This is an optimization exercise on Yosys and OpenROAD, whose aim is small area, not a production implementation.
Function was checked by simulation only, so behaviour that the tests miss may differ from the original.
Power is estimated from default activity; no workload was simulated.

$ cat design.v
module decode_regfile #(
  parameter int PEND_DEPTH = 4
) (
  input  logic        clk,
  input  logic        rst,
  input  logic [31:0] instr,
  input  logic        instr_valid,
  output logic        instr_ready,
  output logic        r_i_s_instr_types,
  output logic [2:0]  funct3,
  output logic [31:0] a_out,
  output logic [31:0] b_out,
  output logic        out_valid,
  input  logic [31:0] wb_data,
  input  logic        wb_valid,
  output logic        illegal_instr,
  output logic        wb_underflow,
  input  logic [4:0]  dbg_addr,
  output logic [31:0] dbg_data
);
  localparam logic [6:0] OP_R   = 7'b0110011;
  localparam logic [6:0] OP_I   = 7'b0010011;
  localparam logic [6:0] OP_S   = 7'b0100011;
  localparam logic [6:0] OP_LUI = 7'b0110111;
  logic [31:1][31:0] rf, rf_d;
  logic [31:1]       rv;
  logic              ph;
  logic [4:0]        pend_rd [4];
  logic [3:0]        pend_vld;
  logic [1:0]        head, tail;
  logic [4:0]  rs1, rs2, rd;
  logic        is_r, is_i, is_s, is_l, legal, use_rs1, use_rs2;
  logic        full, empty, hazard, fire, vld_p0, pop;
  logic        en_a, en_b, sel_imm, hold;
  logic [4:0]  wrow;
  logic [31:1] we, we_n, s1, s2, sd;
  logic        pa, pb, pd;
  logic [31:0] wcol, imm, a_d, b_d;
  assign rs1 = instr[19:15];
  assign rs2 = instr[24:20];
  assign rd  = instr[11:7];
  assign is_r    = instr[6:0] == OP_R;
  assign is_i    = instr[6:0] == OP_I;
  assign is_s    = instr[6:0] == OP_S;
  assign is_l    = instr[6:0] == OP_LUI;
  assign legal   = is_r | is_i | is_s | is_l;
  assign use_rs1 = is_r | is_i | is_s;
  assign use_rs2 = is_r | is_s;
  always_comb begin
    hazard = 1'b0;
    for (int i = 0; i < 4; i++) begin
      if (pend_vld[i] && pend_rd[i] != 5'd0 &&
          ((use_rs1 && pend_rd[i] == rs1) || (use_rs2 && pend_rd[i] == rs2)))
        hazard = 1'b1;
    end
  end
  assign full        = &pend_vld;
  assign empty       = ~|pend_vld;
  assign instr_ready = !full && !hazard;
  assign fire        = instr_valid && instr_ready;
  assign vld_p0      = fire && legal;
  assign pop         = wb_valid && !empty;
  assign wrow        = pend_rd[head];
  assign hold    = !vld_p0;
  assign en_a    = vld_p0 && !instr[2];
  assign en_b    = vld_p0 && !instr[2] && instr[5] && instr[4];
  assign sel_imm = vld_p0 && !(!instr[2] && instr[5] && instr[4]);
  logic [7:0] h1, h2, hd, hw;
  logic [3:0] l1, l2, ld, lw;
  always_comb begin
    for (int k = 0; k < 8; k++) begin
      h1[k] = rs1[4:2] == 3'(k);
      h2[k] = rs2[4:2] == 3'(k);
      hd[k] = dbg_addr[4:2] == 3'(k);
      hw[k] = wrow[4:2] == 3'(k);
    end
    for (int k = 0; k < 4; k++) begin
      l1[k] = en_a && rs1[1:0] == 2'(k);
      l2[k] = en_b && rs2[1:0] == 2'(k);
      ld[k] = dbg_addr[1:0] == 2'(k);
      lw[k] = pop && wrow[1:0] == 2'(k);
    end
  end
  for (genvar i = 1; i < 32; i++) begin : g_sel
    drf_and3  u_s1 (.a(h1[i/4]), .b(l1[i%4]), .c(rv[i]), .y(s1[i]));
    drf_and3  u_s2 (.a(h2[i/4]), .b(l2[i%4]), .c(rv[i]), .y(s2[i]));
    drf_and3  u_sd (.a(hd[i/4]), .b(ld[i%4]), .c(rv[i]), .y(sd[i]));
    drf_nand2 u_wn (.a(hw[i/4]), .b(lw[i%4]), .y(we_n[i]));
    drf_inv   u_we (.a(we_n[i]), .y(we[i]));
  end
  logic [31:0] rvx;
  logic [7:0]  gd;
  assign rvx = {rv, 1'b0};
  always_comb begin
    for (int k = 0; k < 8; k++)
      gd[k] = |(ld & rvx[4*k +: 4]);
  end
  assign pa = ph && (|s1);
  assign pb = ph && (|s2);
  assign pd = ph && (|(hd & gd));
  always_comb begin
    if (instr[2])         imm = {instr[31:12], 12'd0};
    else if (!instr[4])   imm = {{20{instr[31]}}, instr[31:25], instr[11:7]};
    else                  imm = {{20{instr[31]}}, instr[31:20]};
  end
  assign wcol = wb_data ^ {32{ph}};
  for (genvar i = 1; i < 32; i++) begin : g_row
    for (genvar j = 0; j < 32; j++) begin : g_bit
      drf_o22ai u_w (.a1(rf[i][j]), .a2(we[i]), .b1(we_n[i]), .b2(wcol[j]), .y(rf_d[i][j]));
    end
  end
  for (genvar j = 0; j < 32; j++) begin : g_col
    logic [31:0] ia, ib, da, db;
    logic [31:1] id, dd;
    for (genvar i = 1; i < 32; i++) begin : g_in
      assign ia[i] = s1[i];
      assign ib[i] = s2[i];
      assign id[i] = sd[i];
      assign da[i] = rf[i][j];
      assign db[i] = rf[i][j];
      assign dd[i] = rf[i][j];
    end
    assign ia[0] = hold;
    assign da[0] = a_out[j];
    assign ib[0] = hold;
    assign db[0] = b_out[j];
    drf_rd32a u_a (.s(ia), .d(da), .p(pa), .y(a_d[j]));
    drf_rd32 u_b (.s(ib), .d(db), .x(imm[j]), .xs(sel_imm), .p(pb), .y(b_d[j]));
    drf_rd31 u_d (.s(id), .d(dd), .p(pd), .y(dbg_data[j]));
  end
  always_ff @(posedge clk or posedge rst) begin
    if (rst) begin
      head     <= '0;
      tail     <= '0;
      pend_vld <= '0;
    end else begin
      if (pop) begin
        pend_vld[head] <= 1'b0;
        head           <= head + 1'b1;
      end
      if (vld_p0) begin
        pend_vld[tail] <= 1'b1;
        tail           <= tail + 1'b1;
      end
    end
  end
  always_ff @(posedge clk) begin
    if (vld_p0) pend_rd[tail] <= instr[4] ? rd : 5'd0;
  end
  always_ff @(posedge clk or posedge rst) begin
    if (rst) begin
      rv <= '0;
      ph <= 1'b0;
    end else begin
      rv <= rv | we;
      ph <= !ph;
    end
  end
  always_ff @(posedge clk) begin
    rf <= rf_d;
  end
  always_ff @(posedge clk or posedge rst) begin
    if (rst) begin
      out_valid         <= 1'b0;
      illegal_instr     <= 1'b0;
      wb_underflow      <= 1'b0;
      funct3            <= '0;
      r_i_s_instr_types <= 1'b0;
      a_out             <= '0;
      b_out             <= '0;
    end else begin
      out_valid     <= vld_p0;
      illegal_instr <= fire && !legal;
      if (wb_valid && empty) wb_underflow <= 1'b1;
      if (fire) funct3 <= instr[14:12];
      if (vld_p0) r_i_s_instr_types <= instr[4] && !instr[2];
      a_out <= a_d;
      b_out <= b_d;
    end
  end
endmodule
module drf_o22ai (input logic a1, a2, b1, b2, output logic y);
  assign y = ~((a1 | a2) & (b1 | b2));
endmodule
module drf_a222oi (input logic a1, a2, b1, b2, c1, c2, output logic y);
  assign y = ~((a1 & a2) | (b1 & b2) | (c1 & c2));
endmodule
module drf_and3 (input logic a, b, c, output logic y);
  assign y = a & b & c;
endmodule
module drf_inv (input logic a, output logic y);
  assign y = ~a;
endmodule
module drf_nand2 (input logic a, b, output logic y);
  assign y = ~(a & b);
endmodule
module drf_nand3 (input logic a, b, c, output logic y);
  assign y = ~(a & b & c);
endmodule
module drf_nand4 (input logic a, b, c, d, output logic y);
  assign y = ~(a & b & c & d);
endmodule
module drf_or3 (input logic a, b, c, output logic y);
  assign y = a | b | c;
endmodule
module drf_xor2 (input logic a, b, output logic y);
  assign y = a ^ b;
endmodule
module drf_rd32 (
  input  logic [31:0] s, d,
  input  logic        x, xs, p,
  output logic        y
);
  logic [10:0] t;
  logic [2:0]  u;
  logic        v;
  for (genvar k = 0; k < 10; k++) begin : g_l1
    drf_a222oi u_l1 (.a1(s[3*k]), .a2(d[3*k]), .b1(s[3*k+1]), .b2(d[3*k+1]),
                     .c1(s[3*k+2]), .c2(d[3*k+2]), .y(t[k]));
  end
  drf_a222oi u_l1x (.a1(s[30]), .a2(d[30]), .b1(s[31]), .b2(d[31]), .c1(xs), .c2(x), .y(t[10]));
  drf_nand4 u_l2a (.a(t[0]), .b(t[1]), .c(t[2]), .d(t[3]), .y(u[0]));
  drf_nand4 u_l2b (.a(t[4]), .b(t[5]), .c(t[6]), .d(t[7]), .y(u[1]));
  drf_nand3 u_l2c (.a(t[8]), .b(t[9]), .c(t[10]), .y(u[2]));
  drf_or3   u_l3  (.a(u[0]), .b(u[1]), .c(u[2]), .y(v));
  drf_xor2  u_l4  (.a(v), .b(p), .y(y));
endmodule
module drf_rd32a (
  input  logic [31:0] s, d,
  input  logic        p,
  output logic        y
);
  logic [11:0] t;
  logic [2:0]  u;
  logic        v;
  for (genvar k = 0; k < 10; k++) begin : g_l1
    drf_a222oi u_l1 (.a1(s[3*k]), .a2(d[3*k]), .b1(s[3*k+1]), .b2(d[3*k+1]),
                     .c1(s[3*k+2]), .c2(d[3*k+2]), .y(t[k]));
  end
  drf_nand2 u_l1x (.a(s[30]), .b(d[30]), .y(t[10]));
  drf_nand2 u_l1y (.a(s[31]), .b(d[31]), .y(t[11]));
  drf_nand4 u_l2a (.a(t[0]), .b(t[1]), .c(t[2]), .d(t[3]), .y(u[0]));
  drf_nand4 u_l2b (.a(t[4]), .b(t[5]), .c(t[6]), .d(t[7]), .y(u[1]));
  drf_nand4 u_l2c (.a(t[8]), .b(t[9]), .c(t[10]), .d(t[11]), .y(u[2]));
  drf_or3   u_l3  (.a(u[0]), .b(u[1]), .c(u[2]), .y(v));
  drf_xor2  u_l4  (.a(v), .b(p), .y(y));
endmodule
module drf_rd31 (
  input  logic [31:1] s, d,
  input  logic        p,
  output logic        y
);
  logic [10:0] t;
  logic [2:0]  u;
  logic        v;
  for (genvar k = 0; k < 10; k++) begin : g_l1
    drf_a222oi u_l1 (.a1(s[3*k+1]), .a2(d[3*k+1]), .b1(s[3*k+2]), .b2(d[3*k+2]),
                     .c1(s[3*k+3]), .c2(d[3*k+3]), .y(t[k]));
  end
  drf_nand2 u_l1x (.a(s[31]), .b(d[31]), .y(t[10]));
  drf_nand4 u_l2a (.a(t[0]), .b(t[1]), .c(t[2]), .d(t[3]), .y(u[0]));
  drf_nand4 u_l2b (.a(t[4]), .b(t[5]), .c(t[6]), .d(t[7]), .y(u[1]));
  drf_nand3 u_l2c (.a(t[8]), .b(t[9]), .c(t[10]), .y(u[2]));
  drf_or3   u_l3  (.a(u[0]), .b(u[1]), .c(u[2]), .y(v));
  drf_xor2  u_l4  (.a(v), .b(p), .y(y));
endmodule
$ cat flow/run.sh
#!/bin/bash
# The standard layout (standard.sh) in two calls:
#  1. the standard synthesis, unchanged;
#  2. the rest of the ORFS flow with three knobs changed: port buffers use the smallest
#     buffer cell; clock tree synthesis uses clkbuf_16 with up to 22 sinks per leaf buffer
#     (90 um cluster diameter) and inserts no dummy loads; and the resizer may not use the strongest (_4 and up, except
#     buf_4) logic and buffer cells, on top of the platform's own don't-use list.
# make's full output goes to synth.log and layout.log here; ORFS keeps each step's log
# under orfs/logs/.
set -euo pipefail
PLATFORM_DONT_USE="sky130_fd_sc_hd__probe_p_8 sky130_fd_sc_hd__probec_p_8 sky130_fd_sc_hd__lpflow_bleeder_1 sky130_fd_sc_hd__lpflow_clkbufkapwr_1 sky130_fd_sc_hd__lpflow_clkbufkapwr_16 sky130_fd_sc_hd__lpflow_clkbufkapwr_2 sky130_fd_sc_hd__lpflow_clkbufkapwr_4 sky130_fd_sc_hd__lpflow_clkbufkapwr_8 sky130_fd_sc_hd__lpflow_clkinvkapwr_1 sky130_fd_sc_hd__lpflow_clkinvkapwr_16 sky130_fd_sc_hd__lpflow_clkinvkapwr_2 sky130_fd_sc_hd__lpflow_clkinvkapwr_4 sky130_fd_sc_hd__lpflow_clkinvkapwr_8 sky130_fd_sc_hd__lpflow_decapkapwr_12 sky130_fd_sc_hd__lpflow_decapkapwr_3 sky130_fd_sc_hd__lpflow_decapkapwr_4 sky130_fd_sc_hd__lpflow_decapkapwr_6 sky130_fd_sc_hd__lpflow_decapkapwr_8 sky130_fd_sc_hd__lpflow_inputiso0n_1 sky130_fd_sc_hd__lpflow_inputiso0p_1 sky130_fd_sc_hd__lpflow_inputiso1n_1 sky130_fd_sc_hd__lpflow_inputiso1p_1 sky130_fd_sc_hd__lpflow_inputisolatch_1 sky130_fd_sc_hd__lpflow_isobufsrc_1 sky130_fd_sc_hd__lpflow_isobufsrc_16 sky130_fd_sc_hd__lpflow_isobufsrc_2 sky130_fd_sc_hd__lpflow_isobufsrc_4 sky130_fd_sc_hd__lpflow_isobufsrc_8 sky130_fd_sc_hd__lpflow_isobufsrckapwr_16 sky130_fd_sc_hd__lpflow_lsbuf_lh_hl_isowell_tap_1 sky130_fd_sc_hd__lpflow_lsbuf_lh_hl_isowell_tap_2 sky130_fd_sc_hd__lpflow_lsbuf_lh_hl_isowell_tap_4 sky130_fd_sc_hd__lpflow_lsbuf_lh_isowell_4 sky130_fd_sc_hd__lpflow_lsbuf_lh_isowell_tap_1 sky130_fd_sc_hd__lpflow_lsbuf_lh_isowell_tap_2 sky130_fd_sc_hd__lpflow_lsbuf_lh_isowell_tap_4"
EXTRA_DONT_USE="sky130_fd_sc_hd__a2111o_4 sky130_fd_sc_hd__a2111oi_4 sky130_fd_sc_hd__a211o_4 sky130_fd_sc_hd__a211oi_4 sky130_fd_sc_hd__a21bo_4 sky130_fd_sc_hd__a21boi_4 sky130_fd_sc_hd__a21o_4 sky130_fd_sc_hd__a21oi_4 sky130_fd_sc_hd__a221o_4 sky130_fd_sc_hd__a221oi_4 sky130_fd_sc_hd__a22o_4 sky130_fd_sc_hd__a22oi_4 sky130_fd_sc_hd__a2bb2o_4 sky130_fd_sc_hd__a2bb2oi_4 sky130_fd_sc_hd__a311o_4 sky130_fd_sc_hd__a311oi_4 sky130_fd_sc_hd__a31o_4 sky130_fd_sc_hd__a31oi_4 sky130_fd_sc_hd__a32o_4 sky130_fd_sc_hd__a32oi_4 sky130_fd_sc_hd__a41o_4 sky130_fd_sc_hd__a41oi_4 sky130_fd_sc_hd__and2_4 sky130_fd_sc_hd__and2b_4 sky130_fd_sc_hd__and3_4 sky130_fd_sc_hd__and3b_4 sky130_fd_sc_hd__and4_4 sky130_fd_sc_hd__and4b_4 sky130_fd_sc_hd__and4bb_4 sky130_fd_sc_hd__buf_12 sky130_fd_sc_hd__buf_16 sky130_fd_sc_hd__buf_6 sky130_fd_sc_hd__buf_8 sky130_fd_sc_hd__bufbuf_16 sky130_fd_sc_hd__bufbuf_8 sky130_fd_sc_hd__bufinv_16 sky130_fd_sc_hd__bufinv_8 sky130_fd_sc_hd__dfstp_4 sky130_fd_sc_hd__dlclkp_4 sky130_fd_sc_hd__dlrtn_4 sky130_fd_sc_hd__dlrtp_4 sky130_fd_sc_hd__dlxtn_4 sky130_fd_sc_hd__ebufn_4 sky130_fd_sc_hd__ebufn_8 sky130_fd_sc_hd__einvn_4 sky130_fd_sc_hd__einvn_8 sky130_fd_sc_hd__einvp_4 sky130_fd_sc_hd__einvp_8 sky130_fd_sc_hd__fa_4 sky130_fd_sc_hd__ha_4 sky130_fd_sc_hd__inv_12 sky130_fd_sc_hd__inv_16 sky130_fd_sc_hd__inv_4 sky130_fd_sc_hd__inv_6 sky130_fd_sc_hd__inv_8 sky130_fd_sc_hd__maj3_4 sky130_fd_sc_hd__mux2_4 sky130_fd_sc_hd__mux2_8 sky130_fd_sc_hd__mux2i_4 sky130_fd_sc_hd__mux4_4 sky130_fd_sc_hd__nand2_4 sky130_fd_sc_hd__nand2_8 sky130_fd_sc_hd__nand2b_4 sky130_fd_sc_hd__nand3_4 sky130_fd_sc_hd__nand3b_4 sky130_fd_sc_hd__nand4_4 sky130_fd_sc_hd__nand4b_4 sky130_fd_sc_hd__nand4bb_4 sky130_fd_sc_hd__nor2_4 sky130_fd_sc_hd__nor2_8 sky130_fd_sc_hd__nor2b_4 sky130_fd_sc_hd__nor3_4 sky130_fd_sc_hd__nor3b_4 sky130_fd_sc_hd__nor4_4 sky130_fd_sc_hd__nor4b_4 sky130_fd_sc_hd__nor4bb_4 sky130_fd_sc_hd__o2111a_4 sky130_fd_sc_hd__o2111ai_4 sky130_fd_sc_hd__o211a_4 sky130_fd_sc_hd__o211ai_4 sky130_fd_sc_hd__o21a_4 sky130_fd_sc_hd__o21ai_4 sky130_fd_sc_hd__o21ba_4 sky130_fd_sc_hd__o21bai_4 sky130_fd_sc_hd__o221a_4 sky130_fd_sc_hd__o221ai_4 sky130_fd_sc_hd__o22a_4 sky130_fd_sc_hd__o22ai_4 sky130_fd_sc_hd__o2bb2a_4 sky130_fd_sc_hd__o2bb2ai_4 sky130_fd_sc_hd__o311a_4 sky130_fd_sc_hd__o311ai_4 sky130_fd_sc_hd__o31a_4 sky130_fd_sc_hd__o31ai_4 sky130_fd_sc_hd__o32a_4 sky130_fd_sc_hd__o32ai_4 sky130_fd_sc_hd__o41a_4 sky130_fd_sc_hd__o41ai_4 sky130_fd_sc_hd__or2_4 sky130_fd_sc_hd__or2b_4 sky130_fd_sc_hd__or3_4 sky130_fd_sc_hd__or3b_4 sky130_fd_sc_hd__or4_4 sky130_fd_sc_hd__or4b_4 sky130_fd_sc_hd__or4bb_4 sky130_fd_sc_hd__sdfstp_4 sky130_fd_sc_hd__sdlclkp_4 sky130_fd_sc_hd__xnor2_4 sky130_fd_sc_hd__xnor3_4 sky130_fd_sc_hd__xor2_4 sky130_fd_sc_hd__xor3_4 "
bash standard.sh synth > synth.log 2>&1
bash standard.sh \
  'BUFFER_PORTS_ARGS=-buffer_cell sky130_fd_sc_hd__buf_1' \
  'CTS_ARGS=-sink_clustering_enable -repair_clock_nets -dont_use_dummy_load -sink_clustering_size 22 -sink_clustering_max_diameter 90 -buf_list sky130_fd_sc_hd__clkbuf_16' \
  "DONT_USE_CELLS=$PLATFORM_DONT_USE $EXTRA_DONT_USE" \
  finish > layout.log 2>&1
$ cat standard.sh
#!/bin/bash
# synth_recipe.tcl (not shown) runs the flow's synth.tcl, then flattens the netlist and writes it again
# the make line also repeats each setting of config.mk as NAME=value (left out here)
make -C /OpenROAD-flow-scripts/flow DESIGN_CONFIG=/design/flow/config.mk WORK_HOME=/design/flow/orfs CLKGATE_MAP_FILE= SYNTH_SCRIPT=/design/flow/synth_recipe.tcl "${@:-finish}"
$ cat config.mk
export PLATFORM = sky130hd
export DESIGN_NAME = decode_regfile
export DESIGN_NICKNAME = decode_regfile
export VERILOG_FILES = /design/flow/design.v
export SDC_FILE = /design/flow/constraint.sdc
export NUM_CORES = 8
export LEC_CHECK = 0
export CAP_MARGIN = 20
export CELL_PAD_IN_SITES_DETAIL_PLACEMENT = 1
export CELL_PAD_IN_SITES_GLOBAL_PLACEMENT = 1
export CORE_MARGIN = 2
export CORE_UTILIZATION = 45
export PLACE_DENSITY = 0.55
export SLEW_MARGIN = 20
export SYNTH_HIERARCHICAL = 1
$ cat constraint.sdc
create_clock -name core_clock -period 6.5 [get_ports {clk}]
set_input_delay 1.3000 -clock core_clock [delete_from_list [all_inputs] [get_ports {clk}]]
set_output_delay 1.3000 -clock core_clock [all_outputs]
set_load 0.01 [all_outputs]
==> impl_metrics.py, run 1 <==
metrics = {
    "status": {
        "status": "finished with violations",
        "check-failures": "negative setup slack",
    },
    "sta": {
        "report.final.slew_viol_count": 0,
        "tightest_slew_ns": 1.33,
        "setup-violations-final": 5,
        "fin_crit_ns": 6.59,
        "clock.fmax_mhz": 152,
        "post-route-period-util_pct": 101,
        "hold_ws_ns": 0.461,
        "maxSlewHeadroom_pct": 11.3,
        "clock_skew_ns": 0.0862,
        "hold_viol": 0,
        "rsz0062_at_grt": "no",
        "finalSetupTns_ns": -0.260,
        "layout_setup_ws_ns": -0.0892,
    },
    "detailed_routing": {
        "viasPerCell": 9.08,
        "detail-route-antenna-nets": 0,
        "route.met3.wl_um": 57600,
        "routed_wl_um": 313000,
        "routedLengthMet1_um": 106000,
        "wire_per_inst_um": 50.0,
        "top_layer_used": "met5",
        "drc": 0,
        "drt_iter0_drc": 16557,
        "drt_pass1_iterations": 17,
        "vias": 56888,
        "dr_wl_met2_um": 118000,
    },
    "worst_setup_path": {
        "reg2reg_slack_ns": 1.36,
        "cp.arrival_ns": 5.29,
        "start_kind": "primary input",
        "critPathRequiredTime_ns": 5.20,
        "rr_worst_depth": 14,
        "critPathKind": "in -> out",
        "rr_startpoint": "pend_rd[2][3]",
        "timing.rr.end": "a_out[23]",
        "cp-end-kind": "output port",
        "critPathMaxFanout": 16,
    },
    "synthesis": {
        "yosysSeqAreaShare_pct": 49.8,
        "synthCells": 4267,
        "yosys.area.top_type": "dfxtp_1",
        "synth.distinct_cells": 49,
        "yosys-top-cells-area": "dfxtp_1 43%, a222oi_1 21%, o22ai_1 13%",
        "synth.avg_cell_area_um2": 10.9,
        "syn_area_um2": 46700,
        "async_flop_share_pct": 9.88,
        "synth_nets": 4352,
        "synthTopCellsByCount": "993 x o22ai_1, 992 x a222oi_1, 992 x dfxtp_1",
        "ys_warn_count": 7,
        "synth_top_flop_cell": "dfxtp_1",
        "yosys.area.top_type_share_pct": 42.5,
        "yosysMostFrequentCell": "o22ai_1",
        "synth-seq-cells": 1123,
        "synth_edf_count": 20,
    },
    "finish": {
        "fin_nets": 4933,
        "fillers": 11303,
        "final_util_pct": 51.2,
        "area_growth_syn_to_layout_pct": 13.1,
        "drive_gt1_share_pct": 10.4,
    },
    "place": {
        "io_buffer_count": 176,
        "dp_hpwl_um": 210000,
        "place_congestion": 1.06,
    },
    "clock_tree": {
        "cts_setup_buffers": 0,
        "clockBufferDepth": 3,
        "cts_tree": "done",
        "cts-hold-fix-buffers": 0,
        "clock-root-buffer": "clkbuf_16",
        "cts_resized": 0,
        "cts_buffers": 58,
        "clk_latency_ns": 0.78,
        "clock-sinks": 1123,
        "clk_pin_slew_ns": 0.07,
        "cts-htree-levels": 2,
    },
    "floorplanning": {
        "ioPinCount": 177,
        "die_h_um": 326,
        "die_w_um": 326,
        "rows": 118,
        "initial_core_util_pct": 45.2,
        "core-area_um2": 103000,
        "dieArea_um2": 106000,
    },
    "power": {
        "ir_worst_vdd_v": 0.000285,
        "power_frac_comb_pct": 15.0,
        "p_seq_share_pct": 65.4,
        "leakagePower_nw": 19.7,
        "p_sw_mw": 7.76,
        "intPower_mw": 12.8,
        "clkPwrFrac_pct": 19.7,
        "swShare_pct": 37.7,
        "p_per_area_nw_per_um2": 390,
    },
    "global_route": {
        "grt_pass1_wl_um": 426000,
        "grt_remaining_overflow": 0,
        "grt_usage_pct": 56.2,
        "grt_max_degree": 55,
        "grt_pass1_vias": 52499,
        "antenna_found_initial": 48,
    },
    "flow_run": {
        "max_cap_violations": 0,
    },
    "min_path": {
        "hold_path.startpoint": "wb_underflow",
        "hold_path_class": "reg -> reg",
        "hold_end": "wb_underflow",
        "min_path_cells": 1,
    },
}
cell usage in the layout (no fill, tap or decap), types with 9 or more instances in the layout:
cell type  count
a222oi_1     992
and2_1         9
and3_1        36
and3_2        61
buf_1        297
buf_2        170
buf_4        110
clkbuf_16     59
dfrtp_1      110
dfxtp_1      992
diode_2       39
edfxtp_1      20
ha_1          12
inv_1         45
mux4_2        12
nand2_1      181
nand3_1       69
nand4_1      228
nor2_1        28
nor2b_1       10
nor3_1        13
nor3b_1       11
nor4_1        20
o22ai_1      993
or2_2         31
or3_1         96
xnor2_1       12
xor2_1       126
xor2_2        32
per-module statistics from Yosys (local to each module, per instance), a selection:
module	flip-flops and latches	cell area [um2]
drf_inv	0	3.75
drf_nand3	0	5.00
drf_a222oi	0	10.0
drf_nand2	0	3.75
drf_xor2	0	8.76
drf_nand4	0	6.26
drf_o22ai	0	6.26
drf_and3	0	6.26
drf_or3	0	6.26
how the worst max path moves through the flow:
stage	from	to	slack [ns]	cells after the start
2_1_floorplan	instr[16]	a_out[0]	0.10	15
3_3_place_gp	dbg_addr[1]	dbg_data[11]	0.41	9
6_report	dbg_addr[1]	dbg_data[3]	-0.09	9
4_1_cts	dbg_addr[1]	dbg_data[30]	0.22	9
3_5_place_dp	dbg_addr[1]	dbg_data[30]	0.28	9
5_1_grt	dbg_addr[1]	dbg_data[3]	0.11	9
critical path, cell delays in order:
cell,delay [ns]
buf_1,0.49
nor2b_1,0.69
and3_1,0.95
buf_2,0.59
a222oi_1,0.21
nand4_1,0.41
or3_1,0.26
xor2_1,0.18
buf_1,0.17
flip-flops by register name (all words and copies together) (netlist names):
register,flops
head,2
r_i_s_instr_types,1
illegal_instr,1
wb_underflow,1
rv,31
rf,992
pend_rd,20
a_out,32
funct3,3
b_out,32
pend_vld,4
out_valid,1
ph,1
tail,2
metal layers:
metal	vias up	global-route usage, %
met5	-	2.26
met4	38	41.5
met3	1712	30.6
met2	6132	74.5
met1	28088	67.4
li1	20918	-
metrics by stage:
stage / instance area, um2 / power, mW / instances / setup WS [ns]
final: 52800 / 20.6 / 6265 / -0.0892
after detailed placement: 51200 / 16.1 / 6165 / 0.281
after global routing: 52700 / 21.1 / 6234 / 0.114
after global placement: 51200 / 15.9 / 6161 / 0.414
after CTS: 52600 / 20.0 / 6223 / 0.223
after floorplan: 46700 / 14.0 / 4267 / 0.102
power groups by stage:
stage	logic, mW	registers [mW]	clock network, mW
finish	3.08	13.4	4.05
detailed placement	2.94	13.2	0
CTS	2.94	13.1	3.96
floorplan	2.18	11.8	0
global placement	2.76	13.2	0
global route	3.28	13.6	4.20
logic make-up after synthesis:
kind of cell	Yosys count	share of synthesized area [%]
flip-flops	1123	49.8
multiplexers	23	0.831
AO/OA/AOI/OAI	2009	34.9
buffers and inverters	110	1.21
XOR/XNOR	170	3.19
adder cells (fa/ha/maj)	12	0.322
AND/OR/NAND/NOR	820	9.77
final cells by class:
class / instances / area, um2 / area share (%)
flip-flops and latches: 1123 / 23200 / 44.0
repair buffers: 582 / 2850 / 5.39
diodes: 39 / 97.6 / 0.185
well taps: 1380 / 1730 / 3.27
inverters: 49 / 189 / 0.358
multi-input cells: 3034 / 23200 / 44.0
clock buffers: 58 / 1450 / 2.75
==> run 2: changes to the inputs <==
--- a/config.mk
+++ b/config.mk
@@ -13,2 +13,3 @@
 export PLACE_DENSITY = 0.55
+export SETUP_SLACK_MARGIN = 0.8
 export SLEW_MARGIN = 20
==> run 2 against run 1 <==
  * The run now finishes clean
  * Register-to-register slack worse by 0.19 ns
  * Sequential power hardly changed
  * Synthesized cell count unchanged
  * Fmax increased by 12%
  * Synthesized area unchanged
  * Die area stayed put
  * Non-clock buffer count up 17
  * Combinational power hardly changed
  * Cell area grew 0.21%
  * Largest cell class unchanged
==> impl_metrics.py, run 2 <==
metrics = {
    "status": {
        "status": "no timing/DRC/antenna violations",
    },
    "floorplanning": {
        "dieArea_um2": 106000,
        "ioPinCount": 177,
        "initial_core_util_pct": 45.2,
        "rows": 118,
        "die_w_um": 326,
        "die_h_um": 326,
        "core-area_um2": 103000,
    },
    "synthesis": {
        "yosys.area.top_type": "dfxtp_1",
        "synth_nets": 4352,
        "syn_area_um2": 46700,
        "yosysSeqAreaShare_pct": 49.8,
        "synthTopCellsByCount": "993 x o22ai_1, 992 x a222oi_1, 992 x dfxtp_1",
        "synth.distinct_cells": 49,
        "synthCells": 4267,
        "synth_top_flop_cell": "dfxtp_1",
        "synth_edf_count": 20,
        "yosys.area.top_type_share_pct": 42.5,
        "synth-seq-cells": 1123,
        "yosys-top-cells-area": "dfxtp_1 43%, a222oi_1 21%, o22ai_1 13%",
        "yosysMostFrequentCell": "o22ai_1",
        "async_flop_share_pct": 9.88,
        "synth.avg_cell_area_um2": 10.9,
        "ys_warn_count": 7,
    },
    "worst_setup_path": {
        "reg2reg_slack_ns": 1.17,
        "critPathKind": "in -> out",
        "cp.arrival_ns": 4.56,
        "cp-end-kind": "output port",
        "critPathMaxFanout": 12,
        "critPathRequiredTime_ns": 5.20,
        "start_kind": "primary input",
    },
    "clock_tree": {
        "clk_latency_ns": 0.74,
        "clock-sinks": 1123,
        "clockBufferDepth": 3,
        "cts-hold-fix-buffers": 0,
        "cts_tree": "done",
        "cts-htree-levels": 2,
        "clk_pin_slew_ns": 0.09,
        "clock-root-buffer": "clkbuf_16",
        "cts_buffers": 59,
    },
    "sta": {
        "report.final.slew_viol_count": 0,
        "clock_skew_ns": 0.0474,
        "maxSlewHeadroom_pct": 9.44,
        "rsz0062_at_grt": "no",
        "fin_crit_ns": 5.86,
        "tightest_slew_ns": 1.36,
        "setup-violations-final": 0,
        "finalSetupTns_ns": 0,
        "hold_viol": 0,
        "clock.fmax_mhz": 171,
        "post-route-period-util_pct": 90.2,
    },
    "detailed_routing": {
        "drt_pass1_iterations": 15,
        "wire_per_inst_um": 48.3,
        "viasPerCell": 8.98,
        "detail-route-antenna-nets": 0,
        "drc": 0,
        "drt_iter0_drc": 14933,
        "vias": 56255,
        "routed_wl_um": 302000,
    },
    "finish": {
        "most-common-layout-cells": "993 x o22ai_1, 992 x a222oi_1, 992 x dfxtp_1",
        "final_common_cell": "o22ai_1",
        "fin_nets": 4951,
        "final_util_pct": 51.3,
        "drive_gt1_share_pct": 10.7,
        "largest_reg_flops": 992,
        "area_growth_syn_to_layout_pct": 13.3,
        "fillers": 11394,
        "top_regs": "rf (992), a_out (32), b_out (32)",
        "final_area_um2": 52900,
        "regMostFlops": "rf",
    },
    "power": {
        "p_per_area_nw_per_um2": 385,
        "leakagePower_nw": 19.9,
        "ir_worst_vdd_v": 0.000288,
    },
    "place": {
        "placed_area_um2": 51100,
        "io_buffer_count": 176,
        "dp_hpwl_um": 210000,
        "place_congestion": 1.07,
    },
    "global_route": {
        "grt_max_degree": 59,
        "antenna_found_initial": 50,
        "grt_remaining_overflow": 0,
        "grt_pass1_vias": 51867,
        "grt_pass1_wl_um": 412000,
        "grt_usage_pct": 53.9,
    },
    "flow_run": {
        "max_cap_violations": 0,
    },
    "min_path": {
        "hold_path_class": "reg -> reg",
    },
}
-- run 2: changes by cell type in the layout (fill, tap and decap cells not counted), sizes merged --
cell / previous run / this run
clkdlybuf4s15: 0 / 1
diode: 39 / 18
inv: 47 / 48
clkinv: 2 / 1
clkbuf: 63 / 70
buf: 577 / 587
-- run 2: final timing paths --
path / cells after the start / to / startpoint
worst max-delay path: 9 / dbg_data[21] / dbg_addr[1]
min in group asynchronous: 2 / tail[1] / rst
worst min register to register: 1 / wb_underflow / wb_underflow
worst min-delay path: 1 / wb_underflow / wb_underflow
max in group asynchronous: 3 / ph / rst
worst max register to register: 6 / rf[745] / head[0]
-- run 2: Yosys stat by module (local to each module, per instance), a selection --
module	cells inside	times used	area, um2
decode_regfile	1552	1	26200
drf_inv	1	31	3.75
drf_nand2	1	127	3.75
drf_nand3	1	64	5.00
drf_nand4	1	224	6.26
drf_o22ai	1	992	6.26
drf_or3	1	96	6.26
drf_xor2	1	96	8.76
-- run 2: layout make-up --
type / count / area (um2) / area share [%]
Antenna cell: 18 / 45.0 / 0.0852
Clock buffer: 59 / 1480 / 2.79
Inverter: 49 / 189 / 0.357
Multi-Input combinational cell: 3034 / 23200 / 43.9
Sequential cell: 1123 / 23200 / 43.9
Tap cell: 1380 / 1730 / 3.26
Timing Repair Buffer: 599 / 3000 / 5.67
-- run 2: power by group --
part / switching, mW / internal [mW] / leakage (nW)
clock: 2.46 / 1.61 / 0.727
sequential: 3.51 / 9.68 / 10.7
combinational: 1.53 / 1.55 / 8.50
total: 7.50 / 12.8 / 19.9
-- run 2: cells by family (layout without fill, tap and decap cells) --
| logic type | count (synthesis) | in the layout | synth area share (%) |
|---|---|---|---|
| buffers and inverters | 110 | 707 | 1.21 |
| XOR/XNOR | 170 | 170 | 3.19 |
| flip-flops | 1123 | 1123 | 49.8 |
| AO/OA/AOI/OAI | 2009 | 2009 | 34.9 |
| other | 0 | 18 | 0 |
| AND/OR/NAND/NOR | 820 | 820 | 9.77 |
| adder cells (fa/ha/maj) | 12 | 12 | 0.322 |
| multiplexers | 23 | 23 | 0.831 |
-- run 2: metal layers --
metal	track usage (%)	vias to the layer above	wire (um)
li1	-	20952	-
met1	66.0	27760	105000
met2	75.2	5835	118000
met3	28.2	1654	55100
met4	31.2	54	23900
met5	0.399	-	496
-- run 2: per-stage QoR --
step                      setup slack (ns)  std cells  power [mW]  hold WS, ns
after detailed placement             0.326       6158        15.9        0.446
after CTS                            0.679       6217        19.8        0.466
final                                0.638       6262        20.3        0.465
after global placement               0.314       6153        15.7        0.437
after global routing                 0.782       6244        20.9        0.515
after floorplan                      0.841       4267        14.0        0.463
-- run 2: critical path, cell delays in order --
cell and delay (ns):
clkbuf_4 0.20, and2_2 0.28, and3_2 0.37, buf_4 0.24, a222oi_1 0.60, nand4_1 0.63, or3_1 0.56, xor2_1 0.20
clkbuf_2 0.17
-- run 2: timing repair --
| action | 4_1_cts | 5_1_grt |
|---|---|---|
| gates resized for setup | 11 | 21 |
| pin swaps | 2 | 14 |
| setup buffers | 0 | 23 |
| setup endpoints to repair | 32 | 28 |
==> run 3: changes to the inputs <==
--- a/design.v
+++ b/design.v
@@ -83,8 +83,13 @@
   end
+  logic [31:1] s1_n, s2_n, sd_n, wn0, we0;
   for (genvar i = 1; i < 32; i++) begin : g_sel
-    drf_and3  u_s1 (.a(h1[i/4]), .b(l1[i%4]), .c(rv[i]), .y(s1[i]));
-    drf_and3  u_s2 (.a(h2[i/4]), .b(l2[i%4]), .c(rv[i]), .y(s2[i]));
-    drf_and3  u_sd (.a(hd[i/4]), .b(ld[i%4]), .c(rv[i]), .y(sd[i]));
-    drf_nand2 u_wn (.a(hw[i/4]), .b(lw[i%4]), .y(we_n[i]));
-    drf_inv   u_we (.a(we_n[i]), .y(we[i]));
+    drf_nand3 u_s1n (.a(h1[i/4]), .b(l1[i%4]), .c(rv[i]), .y(s1_n[i]));
+    drf_inv   u_s1  (.a(s1_n[i]), .y(s1[i]));
+    drf_nand3 u_s2n (.a(h2[i/4]), .b(l2[i%4]), .c(rv[i]), .y(s2_n[i]));
+    drf_inv   u_s2  (.a(s2_n[i]), .y(s2[i]));
+    drf_nand3 u_sdn (.a(hd[i/4]), .b(ld[i%4]), .c(rv[i]), .y(sd_n[i]));
+    drf_inv   u_sd  (.a(sd_n[i]), .y(sd[i]));
+    drf_nand2 u_wn0 (.a(hw[i/4]), .b(lw[i%4]), .y(wn0[i]));
+    drf_inv   u_we  (.a(wn0[i]), .y(we[i]));
+    drf_inv   u_wn  (.a(we[i]), .y(we_n[i]));
   end
@@ -105,3 +110,7 @@
   end
-  assign wcol = wb_data ^ {32{ph}};
+  logic [31:0] wcol_n;
+  for (genvar j = 0; j < 32; j++) begin : g_wcol
+    drf_xnor2 u_x (.a(wb_data[j]), .b(ph), .y(wcol_n[j]));
+    drf_inv   u_i (.a(wcol_n[j]), .y(wcol[j]));
+  end
   for (genvar i = 1; i < 32; i++) begin : g_row
@@ -187,5 +196,2 @@
 endmodule
-module drf_and3 (input logic a, b, c, output logic y);
-  assign y = a & b & c;
-endmodule
 module drf_inv (input logic a, output logic y);
@@ -204,2 +210,5 @@
   assign y = a | b | c;
+endmodule
+module drf_xnor2 (input logic a, b, output logic y);
+  assign y = ~(a ^ b);
 endmodule
==> run 3 against run 2 <==
  * Still clean
  * Cell area down 1.1%
  * Fmax up 1.2%
  * Global-route usage down 1.8 points
  * Die area up 0.94%
  * Setup slack better by 0.069 ns
  * Critical path depth up 1
  * Hold slack better by 0.0040 ns
  * Core utilization down 0.77 points
  * Cell count up 0.59%
  * Critical endpoint is now dbg_data[0]
  * Largest power group unchanged
==> impl_metrics.py, run 3 <==
metrics = {
    "min_path": {
        "hold_end": "wb_underflow",
        "hold_path_class": "reg -> reg",
        "hold_path.startpoint": "wb_underflow",
        "min_path_cells": 1,
    },
    "clock_tree": {
        "cts_tree": "done",
        "clock-sinks": 1123,
        "clock-root-buffer": "clkbuf_16",
        "cts-htree-levels": 2,
        "clk_latency_ns": 0.75,
        "cts_buffers": 59,
        "clk_pin_slew_ns": 0.06,
        "cts-hold-fix-buffers": 0,
        "clockBufferDepth": 3,
    },
    "worst_setup_path": {
        "reg2reg_slack_ns": 1.38,
        "critPathKind": "in -> out",
        "critPathRequiredTime_ns": 5.20,
        "rr_startpoint": "pend_rd[2][4]",
        "start_kind": "primary input",
        "cp_cell_sequence": "buf_1 -> nor2b_2 -> nand3_1 -> inv_1 -> buf_2 -> a222oi_1 -> nand4_1 -> or3_1 -> xor2_1 -> buf_1",
        "timing.rr.end": "b_out[21]",
        "cpPeakStageDelay_ns": 0.76,
        "slowest_stage": "inv_1",
        "rr_worst_depth": 14,
        "cp-end-kind": "output port",
        "critPathMaxFanout": 13,
        "cpMostUsedCell": "buf_1",
        "cp.arrival_ns": 4.49,
    },
    "power": {
        "ir_worst_vdd_v": 0.000313,
        "intPower_mw": 12.8,
        "swShare_pct": 36.4,
        "p_sw_mw": 7.34,
        "leakagePower_nw": 19.8,
        "p_total_mw": 20.2,
        "power_frac_comb_pct": 14.9,
        "clkPwrFrac_pct": 20.0,
        "p_per_area_nw_per_um2": 386,
        "p_seq_share_pct": 65.1,
    },
    "sta": {
        "clock.fmax_mhz": 173,
        "post-route-period-util_pct": 89.1,
        "clock_skew_ns": 0.0626,
        "maxSlewHeadroom_pct": 9.55,
        "rsz0062_at_grt": "no",
        "setup-violations-final": 0,
        "report.final.slew_viol_count": 0,
        "hold_ws_ns": 0.469,
        "fin_crit_ns": 5.79,
        "tightest_slew_ns": 1.36,
        "hold_viol": 0,
        "finalSetupTns_ns": 0,
    },
    "synthesis": {
        "synth.avg_cell_area_um2": 10.7,
        "yosysSeqAreaShare_pct": 49.3,
        "synthTopCellsByCount": "993 x o22ai_1, 992 x a222oi_1, 992 x dfxtp_1",
        "yosys.area.top_type": "dfxtp_1",
        "synth_nets": 4502,
        "synth_xor_area_share_pct": 3.16,
        "synth_top_family_by_area": "compound AO/OA/AOI/OAI gates",
        "synth_compound_area_share_pct": 34.6,
        "async_flop_share_pct": 9.88,
        "yosys-top-cells-area": "dfxtp_1 42%, a222oi_1 21%, o22ai_1 13%",
        "ys_warn_count": 7,
        "syn_area_um2": 47100,
        "synth.distinct_cells": 49,
        "synth_fa_ha_area_share_pct": 0.319,
        "yosysMostFrequentCell": "o22ai_1",
        "synth_edf_count": 20,
        "yosys.area_share.simple_pct": 9.40,
        "synth_top_flop_cell": "dfxtp_1",
        "synthCells": 4417,
        "yosys.area.top_type_share_pct": 42.1,
        "synth-seq-cells": 1123,
        "synthMuxAreaShare_pct": 0.823,
    },
    "detailed_routing": {
        "drc": 0,
        "drt_pass1_iterations": 17,
        "viasPerCell": 8.80,
        "vias": 55456,
        "routed_wl_um": 292000,
        "drt_iter0_drc": 15643,
        "wire_per_inst_um": 46.3,
        "detail-route-antenna-nets": 0,
    },
    "floorplanning": {
        "initial_core_util_pct": 45.5,
        "ioPinCount": 177,
        "die_w_um": 328,
        "dieArea_um2": 107000,
        "core-area_um2": 104000,
        "die_h_um": 328,
        "rows": 118,
    },
    "place": {
        "io_buffer_count": 176,
        "place_congestion": 1.04,
        "dp_hpwl_um": 192000,
    },
    "finish": {
        "drive_gt1_share_pct": 7.26,
        "final_common_cell": "o22ai_1",
        "regMostFlops": "rf",
        "area_growth_syn_to_layout_pct": 11.0,
        "most-common-layout-cells": "993 x o22ai_1, 992 x a222oi_1, 992 x dfxtp_1",
        "top_regs": "rf (992), a_out (32), b_out (32)",
        "largest_reg_flops": 992,
        "fin_nets": 4966,
    },
    "flow_run": {
        "max_cap_violations": 0,
    },
    "global_route": {
        "grt_pass1_wl_um": 403000,
        "grt_pass1_vias": 51914,
        "grt_remaining_overflow": 0,
        "grt_max_degree": 48,
        "grt_usage_pct": 52.1,
        "antenna_found_initial": 35,
    },
    "status": {
        "status": "no timing/DRC/antenna violations",
    },
}
==> run 3: cell count changes after synthesis, sizes merged, moves of 2 or more <==
cell	delta
and3	-93
buf	-5
nand3	+93
xor2	-32
xnor2	+32
a22oi	+3
inv	+156
and2	-2
==> run 3: worst max path at each step <==
stage                           start            to
after CTS                 dbg_addr[4]   dbg_data[1]
after detailed placement  dbg_addr[0]  dbg_data[16]
final                     dbg_addr[0]   dbg_data[0]
after global routing      dbg_addr[2]  dbg_data[28]
after floorplan             instr[16]      a_out[0]
after global placement    dbg_addr[0]   dbg_data[5]
==> run 3: cell families after synthesis <==
logic type	after synthesis
AND/OR/NAND/NOR	818
buffers and inverters	262
XOR/XNOR	170
multiplexers	23
adder cells (fa/ha/maj)	12
AO/OA/AOI/OAI	2009
flip-flops	1123
==> run 3: cell type report <==
type	instances	area, um2
fillers	11524	51300
flip-flops and latches	1123	23200
multi-input cells	3032	22800
repair buffers	460	2200
well taps	1380	1730
clock buffers	59	1480
inverters	205	782
diodes	40	100
==> run 3: routing by layer <==
layer	up-vias	track usage [%]	part of all wire, %
li1	21075	-	-
met1	27257	63.3	34
met2	5580	72.1	39
met3	1510	22.4	16
met4	34	39.6	9.8
met5	-	4.44	0.22
==> run 3: worst max-delay path: cells and delay by family <==
family          cells  cell delay (ns)
compound gates      1             0.17
simple gates        4             1.19
xor+xnor            1             0.19
buf+inv             4             1.65
==> run 3: Yosys stat by module (local to each module, per instance), a selection <==
module          flops+latches  area [um2]
drf_nand4                   0        6.26
drf_inv                     0        3.75
decode_regfile           1123       25900
drf_nand3                   0        5.00
drf_or3                     0        6.26
drf_a222oi                  0        10.0
drf_o22ai                   0        6.26
drf_xnor2                   0        8.76
drf_nand2                   0        3.75
drf_xor2                    0        8.76
==> run 3: power groups by stage <==
stage	registers (mW)	logic, mW	clock network (mW)
2_1_floorplan	11.8	2.19	0
3_3_place_gp	12.9	2.73	0
3_5_place_dp	13.0	2.89	0
4_1_cts	12.9	2.89	4.00
5_1_grt	13.4	3.21	4.22
6_report	13.1	3.00	4.04
==> run 3: per-stage QoR <==
step	cells	instance area, um2	setup slack (ns)	utilization (%)
after detailed placement	6187	50600	0.652	48.8
final	6299	52300	0.707	50.5
after global routing	6283	52300	0.784	50.4
after CTS	6246	52100	0.841	50.3
after global placement	6182	50600	0.672	48.8
after floorplan	4417	47200	0.792	-
==> run 3: repair_timing <==
action                                  CTS  global route
resized for setup                         2            14
pin swaps                                 0             3
setup buffers                             0             9
endpoints found under the setup margin   22            31
==> run 4: changes to the inputs <==
--- a/flow/run.sh
+++ b/flow/run.sh
@@ -4,4 +4,4 @@
 #  2. the rest of the ORFS flow with three knobs changed: port buffers use the smallest
-#     buffer cell; clock tree synthesis uses clkbuf_16 with up to 22 sinks per leaf buffer
-#     (90 um cluster diameter) and inserts no dummy loads; and the resizer may not use the strongest (_4 and up, except
+#     buffer cell; clock tree synthesis uses clkbuf_16 with up to 24 sinks per leaf buffer
+#     (110 um cluster diameter) and inserts no dummy loads; and the resizer may not use the strongest (_4 and up, except
 #     buf_4) logic and buffer cells, on top of the platform's own don't-use list.
@@ -15,3 +15,3 @@
   'BUFFER_PORTS_ARGS=-buffer_cell sky130_fd_sc_hd__buf_1' \
-  'CTS_ARGS=-sink_clustering_enable -repair_clock_nets -dont_use_dummy_load -sink_clustering_size 22 -sink_clustering_max_diameter 90 -buf_list sky130_fd_sc_hd__clkbuf_16' \
+  'CTS_ARGS=-sink_clustering_enable -repair_clock_nets -dont_use_dummy_load -sink_clustering_size 24 -sink_clustering_max_diameter 110 -buf_list sky130_fd_sc_hd__clkbuf_16' \
   "DONT_USE_CELLS=$PLATFORM_DONT_USE $EXTRA_DONT_USE" \
==> run 4 against run 3 <==
  * Register-to-register slack worse by 0.09 ns
  * Via count shrank 0.18%
  * Clock power is 5.9% lower
  * Non-clock buffer count fell by 4
  * Total power is 1.3% lower
==> impl_metrics.py, run 4 <==
metrics = {
    "clock_tree": {
        "cts-htree-levels": 2,
        "clock-root-buffer": "clkbuf_16",
        "clock-sinks": 1123,
        "cts_buffers": 52,
        "clk_latency_ns": 0.73,
        "clk_pin_slew_ns": 0.10,
        "clockBufferDepth": 3,
        "cts_tree": "done",
    },
    "power": {
        "p_sw_mw": 7.26,
        "power_frac_comb_pct": 15.0,
        "p_seq_share_pct": 65.9,
        "swShare_pct": 36.5,
        "p_per_area_nw_per_um2": 382,
        "leakagePower_nw": 19.7,
        "ir_worst_vdd_v": 0.000297,
        "clkPwrFrac_pct": 19.1,
        "intPower_mw": 12.7,
    },
    "status": {
        "status": "no timing/DRC/antenna violations",
    },
    "global_route": {
        "grt_pass1_vias": 51927,
        "grt_usage_pct": 52.0,
        "grt_remaining_overflow": 0,
        "grt_pass1_wl_um": 403000,
        "grt_max_degree": 48,
        "antenna_found_initial": 36,
    },
    "sta": {
        "finalSetupTns_ns": 0,
        "clock_skew_ns": 0.0399,
        "maxSlewHeadroom_pct": 9.32,
        "post-route-period-util_pct": 89.8,
        "clock.fmax_mhz": 171,
        "tightest_slew_ns": 1.36,
        "report.final.slew_viol_count": 0,
        "fin_crit_ns": 5.84,
        "hold_viol": 0,
        "setup-violations-final": 0,
        "rsz0062_at_grt": "yes",
    },
    "worst_setup_path": {
        "cp.arrival_ns": 4.54,
        "critPathKind": "in -> out",
        "cp-end-kind": "output port",
        "slowest_stage": "inv_1",
        "critPathMaxFanout": 13,
        "cp_cell_sequence": "buf_1 -> nand2_1 -> nor2_1 -> nand3_1 -> inv_1 -> buf_2 -> a222oi_1 -> nand4_1 -> or3_1 -> xor2_1 -> buf_1",
        "critPathRequiredTime_ns": 5.20,
        "cpPeakStageDelay_ns": 0.69,
        "cpMostUsedCell": "buf_1",
        "start_kind": "primary input",
    },
    "finish": {
        "multi_input_area_um2": 22800,
        "seq_area_um2": 23200,
        "largest_reg_flops": 992,
        "most-common-layout-cells": "993 x o22ai_1, 992 x a222oi_1, 992 x dfxtp_1",
        "fin_cells": 6276,
        "fin_nets": 4955,
        "drive_gt1_share_pct": 6.94,
        "regMostFlops": "rf",
        "final_common_cell": "o22ai_1",
        "area_growth_syn_to_layout_pct": 10.5,
        "fillers": 11531,
        "top_regs": "rf (992), a_out (32), b_out (32)",
    },
    "synthesis": {
        "yosysSeqAreaShare_pct": 49.3,
        "synthTopCellsByCount": "993 x o22ai_1, 992 x a222oi_1, 992 x dfxtp_1",
        "synth.distinct_cells": 49,
        "yosys.area.top_type_share_pct": 42.1,
        "synthCells": 4417,
        "yosys.area.top_type": "dfxtp_1",
        "synth_edf_count": 20,
        "syn_area_um2": 47100,
        "yosysMostFrequentCell": "o22ai_1",
        "synth_top_flop_cell": "dfxtp_1",
        "ys_warn_count": 7,
        "synth.avg_cell_area_um2": 10.7,
        "synth-seq-cells": 1123,
        "synth_nets": 4502,
        "async_flop_share_pct": 9.88,
        "yosys-top-cells-area": "dfxtp_1 42%, a222oi_1 21%, o22ai_1 13%",
    },
    "floorplanning": {
        "die_w_um": 328,
        "core-area_um2": 104000,
        "die_h_um": 328,
        "dieArea_um2": 107000,
        "rows": 118,
        "initial_core_util_pct": 45.5,
        "ioPinCount": 177,
    },
    "detailed_routing": {
        "routed_wl_um": 291000,
        "vias": 55358,
        "drt_iter0_drc": 15485,
        "drt_pass1_iterations": 15,
        "detail-route-antenna-nets": 0,
        "drc": 0,
        "viasPerCell": 8.82,
        "wire_per_inst_um": 46.3,
    },
    "place": {
        "dp.cells": 6187,
        "place_congestion": 1.04,
        "io_buffer_count": 176,
        "dp_hpwl_um": 192000,
    },
    "min_path": {
        "hold_path_class": "reg -> reg",
    },
    "flow_run": {
        "max_cap_violations": 0,
    },
}
## run 4: cell type report
class / instances / share of cell area, %
multi-input combinational: 3032 / 43.8
timing repair buffer: 456 / 4.17
tap: 1380 / 3.31
inverter: 205 / 1.49
sequential: 1123 / 44.6
antenna: 28 / 0.135
clock buffer: 52 / 2.50
## run 4: per-module statistics from Yosys, one instance, submodules excluded, excerpt
module / copies in the design / flops+latches / area (um2) / cells inside
drf_inv: 187 / 0 / 3.75 / 1
drf_a222oi: 992 / 0 / 10.0 / 1
drf_nand4: 224 / 0 / 6.26 / 1
drf_nand2: 127 / 0 / 3.75 / 1
drf_nand3: 157 / 0 / 5.00 / 1
decode_regfile: 1 / 1123 / 25900 / 1514
drf_or3: 96 / 0 / 6.26 / 1
drf_xnor2: 32 / 0 / 8.76 / 1
drf_o22ai: 992 / 0 / 6.26 / 1
drf_xor2: 96 / 0 / 8.76 / 1
## run 4: kinds of logic (layout without fill, tap and decap cells)
kind of cell             Yosys count  after routing  share of synthesized area, %
AO/OA/AOI/OAI                   2009           2009                          34.6
XOR/XNOR                         170            170                          3.16
adder cells (fa/ha/maj)           12             12                         0.319
buffers and inverters            262            713                          2.41
flip-flops                      1123           1123                          49.3
multiplexers                      23             23                         0.823
other                              0             28                             0
AND/OR/NAND/NOR                  818            818                          9.40
## run 4: power by group through the flow
stage / registers (mW) / logic, mW / clock network, mW
6_report: 13.1 / 2.99 / 3.80
4_1_cts: 12.9 / 2.89 / 3.78
5_1_grt: 13.4 / 3.21 / 3.99
3_5_place_dp: 13.0 / 2.89 / 0
3_3_place_gp: 12.9 / 2.73 / 0
2_1_floorplan: 11.8 / 2.19 / 0
## run 4: what timing repair did
item	4_1_cts	5_1_grt
hold endpoints to repair	0	0
buffers inserted	0	5
pin swaps	0	2
hold buffers	0	0
resized for setup	1	13
endpoints found under the setup margin	15	32
## run 4: final timing paths
path | cells after the start | to | slack (ns) | from
min reg2reg | 1 | wb_underflow | 0.48 | wb_underflow
min in group asynchronous | 2 | b_out[15] | 0.57 | rst
min | 1 | wb_underflow | 0.48 | wb_underflow
max in group asynchronous | 3 | ph | 4.64 | rst
max reg2reg | 15 | a_out[10] | 1.29 | pend_rd[2][3]
max | 11 | dbg_data[16] | 0.66 | dbg_addr[3]
## run 4: per-layer routing
metal	track usage [%]	vias up	share of wire, %
met3	22.6	1554	17
met5	3.28	-	0.087
met1	63.0	27239	34
met2	71.4	5539	39
met4	40.9	25	10
li1	-	21001	-
## run 4: stage by stage
stage	cell area, um2	hold slack (ns)	setup WS [ns]	util, %	power (mW)
finish	52100	0.480	0.664	50.3	19.9
global route	52100	0.515	0.598	50.2	20.6
CTS	51900	0.486	0.821	50.1	19.5
detailed placement	50600	0.462	0.652	48.8	15.9
global placement	50600	0.440	0.672	48.8	15.7
floorplan	47200	0.463	0.792	-	14.0
## run 4: critical path, delay by kind of cell
kind                   cells  cell delay, ns
buffers and inverters      4            1.69
AND/OR/NAND/NOR            5            1.15
AO/OA/AOI/OAI              1            0.20
XOR/XNOR                   1            0.18
==> run 5: changes to the inputs <==
--- a/config.mk
+++ b/config.mk
@@ -12,2 +12,3 @@
 export CORE_UTILIZATION = 45
+export GPL_ROUTABILITY_DRIVEN = 0
 export PLACE_DENSITY = 0.55
==> run 5 against run 4 <==
  * Cell count decreased by 0.11%
  * Setup slack improved by 0.069 ns
  * Critical endpoint is now dbg_data[28]
  * Still clean on timing, DRC and antenna
  * Clock-buffer cell count unchanged
  * Clock skew increased by 0.026 ns
==> impl_metrics.py, run 5 <==
metrics = {
    "status": {
        "status": "no timing/DRC/antenna violations",
    },
    "power": {
        "leakagePower_nw": 19.6,
        "p_per_area_nw_per_um2": 380,
        "ir_worst_vdd_v": 0.000310,
    },
    "synthesis": {
        "synthCells": 4417,
        "synth_top_flop_cell": "dfxtp_1",
        "yosys.area.top_type": "dfxtp_1",
        "synth_nets": 4502,
        "yosysMostFrequentCell": "o22ai_1",
        "yosys-top-cells-area": "dfxtp_1 42%, a222oi_1 21%, o22ai_1 13%",
        "yosysSeqAreaShare_pct": 49.3,
        "syn_area_um2": 47100,
        "synthTopCellsByCount": "993 x o22ai_1, 992 x a222oi_1, 992 x dfxtp_1",
        "synth.avg_cell_area_um2": 10.7,
        "synth.distinct_cells": 49,
        "synth-seq-cells": 1123,
        "synth_edf_count": 20,
        "ys_warn_count": 7,
        "yosys.area.top_type_share_pct": 42.1,
        "async_flop_share_pct": 9.88,
    },
    "detailed_routing": {
        "wire_per_inst_um": 45.4,
        "drt_pass1_iterations": 15,
        "drt_iter0_drc": 14300,
        "vias": 54894,
        "viasPerCell": 8.76,
        "routed_wl_um": 285000,
        "detail-route-antenna-nets": 0,
        "drc": 0,
    },
    "worst_setup_path": {
        "start_kind": "primary input",
        "reg2reg_slack_ns": 1.25,
        "rr_worst_depth": 15,
        "cp-end-kind": "output port",
        "critPathMaxFanout": 17,
        "critPathRequiredTime_ns": 5.20,
        "cp.arrival_ns": 4.47,
        "critPathKind": "in -> out",
        "timing.rr.end": "a_out[0]",
        "rr_startpoint": "pend_rd[2][4]",
    },
    "finish": {
        "regMostFlops": "rf",
        "most-common-layout-cells": "993 x o22ai_1, 992 x a222oi_1, 992 x dfxtp_1",
        "fillers": 11581,
        "largest_reg_flops": 992,
        "area_growth_syn_to_layout_pct": 10.5,
        "drive_gt1_share_pct": 6.77,
        "fin_nets": 4948,
        "final_common_cell": "o22ai_1",
        "top_regs": "rf (992), a_out (32), b_out (32)",
        "fin_cells": 6269,
    },
    "min_path": {
        "hold_path.startpoint": "wb_underflow",
        "hold_path_class": "reg -> reg",
        "min_path_cells": 1,
        "hold_end": "wb_underflow",
    },
    "place": {
        "dp.cells": 6171,
        "io_buffer_count": 176,
        "dp_hpwl_um": 186000,
    },
    "sta": {
        "fin_crit_ns": 5.77,
        "tightest_slew_ns": 1.37,
        "report.final.slew_viol_count": 0,
        "hold_viol": 0,
        "maxSlewHeadroom_pct": 8.89,
        "post-route-period-util_pct": 88.7,
        "rsz0062_at_grt": "yes",
        "clock_skew_ns": 0.0662,
        "setup-violations-final": 0,
        "clock.fmax_mhz": 173,
        "finalSetupTns_ns": 0,
    },
    "floorplanning": {
        "rows": 118,
        "core-area_um2": 104000,
        "ioPinCount": 177,
        "die_w_um": 328,
        "initial_core_util_pct": 45.5,
        "dieArea_um2": 107000,
        "die_h_um": 328,
    },
    "clock_tree": {
        "cts_buffers": 52,
        "clk_latency_ns": 0.75,
        "cts_tree": "done",
        "clock-sinks": 1123,
        "clk_pin_slew_ns": 0.11,
        "clockBufferDepth": 3,
        "clock-root-buffer": "clkbuf_16",
        "cts-hold-fix-buffers": 0,
        "cts-htree-levels": 2,
    },
    "flow_run": {
        "max_cap_violations": 0,
    },
    "global_route": {
        "grt_usage_pct": 50.9,
        "grt_pass1_vias": 51852,
        "grt_max_degree": 48,
        "antenna_found_initial": 27,
        "grt_pass1_wl_um": 396000,
        "grt_remaining_overflow": 0,
    },
}
[run 5: area by class of cell]
class | instances | area (um2) | area share (%)
repair inverters | 1 | 5.00 | 0.00961
inverters | 205 | 782 | 1.50
multi-input cells | 3032 | 22800 | 43.8
flip-flops and latches | 1123 | 23200 | 44.6
clock buffers | 52 | 1300 | 2.50
well taps | 1380 | 1730 | 3.32
diodes | 28 | 70.1 | 0.135
repair buffers | 448 | 2160 | 4.14
[run 5: power by group]
| part | internal [mW] | total, mW | switching, mW |
|---|---|---|---|
| sequential | 9.68 | 13.1 | 3.39 |
| clock | 1.43 | 3.80 | 2.37 |
| combinational | 1.54 | 2.94 | 1.39 |
[run 5: through the flow]
step                      power [mW]  setup slack (ns)  area [um2]  util (%)  hold slack [ns]
final                           19.8             0.733       52100      50.3            0.467
after global routing            20.5             0.756       52100      50.2            0.486
after CTS                       19.5             0.826       51800      50.0            0.470
after detailed placement        15.8             0.549       50500      48.8            0.448
after global placement          15.6             0.678       50500      48.7            0.445
after floorplan                 14.0             0.792       47200         -            0.463
[run 5: cells by family (layout without fill, tap and decap cells)]
kind of cell               count (synthesis)  after routing  share of synthesized area [%]
xor gates and xnor gates                 170            170                           3.16
DFF                                     1123           1123                           49.3
AOI/OAI and AO/OA                       2009           2009                           34.6
and+or+nand+nor                          818            818                           9.40
buffers and inverters                    262            706                           2.41
adders and majority gates                 12             12                          0.319
other                                      0             28                              0
muxes                                     23             23                          0.823
[run 5: how the worst max path moves through the flow]
stage / endpoint / cells past startpoint / from / slack, ns
floorplan: a_out[0] / 16 / instr[16] / 0.79
global placement: a_out[0] / 17 / instr[18] / 0.68
detailed placement: a_out[0] / 17 / instr[18] / 0.55
CTS: dbg_data[7] / 11 / dbg_addr[0] / 0.83
global route: dbg_data[28] / 11 / dbg_addr[2] / 0.76
finish: dbg_data[28] / 10 / dbg_addr[0] / 0.73
[run 5: critical path, stage by stage]
cell and delay (ns):
buf_1 0.21, and2_1 0.58, nand3_1 0.17, inv_1 0.43, buf_2 0.66, a222oi_1 0.22, nand4_1 0.23, or3_1 0.21
xor2_1 0.24, buf_1 0.19
[run 5: Yosys stat by module (local to each module, per instance), excerpt]
module | copies in the design | cell area [um2] | flip-flops and latches | cells
drf_or3 | 96 | 6.26 | 0 | 1
drf_o22ai | 992 | 6.26 | 0 | 1
drf_xor2 | 96 | 8.76 | 0 | 1
drf_nand2 | 127 | 3.75 | 0 | 1
drf_nand3 | 157 | 5.00 | 0 | 1
drf_a222oi | 992 | 10.0 | 0 | 1
drf_xnor2 | 32 | 8.76 | 0 | 1
drf_nand4 | 224 | 6.26 | 0 | 1
decode_regfile | 1 | 25900 | 1123 | 1514
drf_inv | 187 | 3.75 | 0 | 1
[run 5: per-layer routing]
layer	track usage, %	part of all wire, %	up-vias
met3	20.3	16	1406
met2	70.1	39	5501
met1	63.2	34	26988
met4	39.5	9.9	22
met5	0.444	0.052	-
li1	-	-	20977
[run 5: repair_timing]
item | in CTS | in global routing
pin swaps | 0 | 5
gates resized for setup | 1 | 11
endpoints found under the setup margin | 3 | 21
setup buffers | 0 | 15
cloned | 0 | 1

==> afterwards: timing with drivers on the ports <==
The results above use ideal ports. As a check the final layouts listed here were re-extracted and re-timed, cells and wires unchanged. Step 1: set_driving_cell puts a clkbuf_16 on clk and a buf_2 on each other input, an assumption about the parent block. Step 2, shift: input delay + t, output delay - t, t = (earliest + latest rising clock arrival at the registers) / 2. This alone moves slack from input paths to output paths. Slacks: ideal ports / drivers / drivers and shift; pairs: ideal ports / drivers.
run	t (ns)	setup slack, ns	hold slack, ns	slew at the worst register clock pin (ns)	cell pins on the clock port's net
run 1	0.816	-0.089 / -0.222 / -0.222	0.461 / 0.461 / 0.461	0.10 / 0.10	1
run 2	0.795	0.638 / 0.532 / 0.249	0.465 / 0.465 / 0.465	0.10 / 0.10	1
run 3	0.803	0.707 / 0.583 / 0.297	0.469 / 0.469 / 0.469	0.10 / 0.10	1
run 4	0.797	0.664 / 0.545 / 0.184	0.480 / 0.480 / 0.480	0.11 / 0.11	1
run 5	0.794	0.733 / 0.631 / 0.130	0.467 / 0.467 / 0.467	0.11 / 0.11	1
For run 5, which loses most, drivers alone change the setup slack by -0.102 ns; drivers and shift together by -0.603 ns.
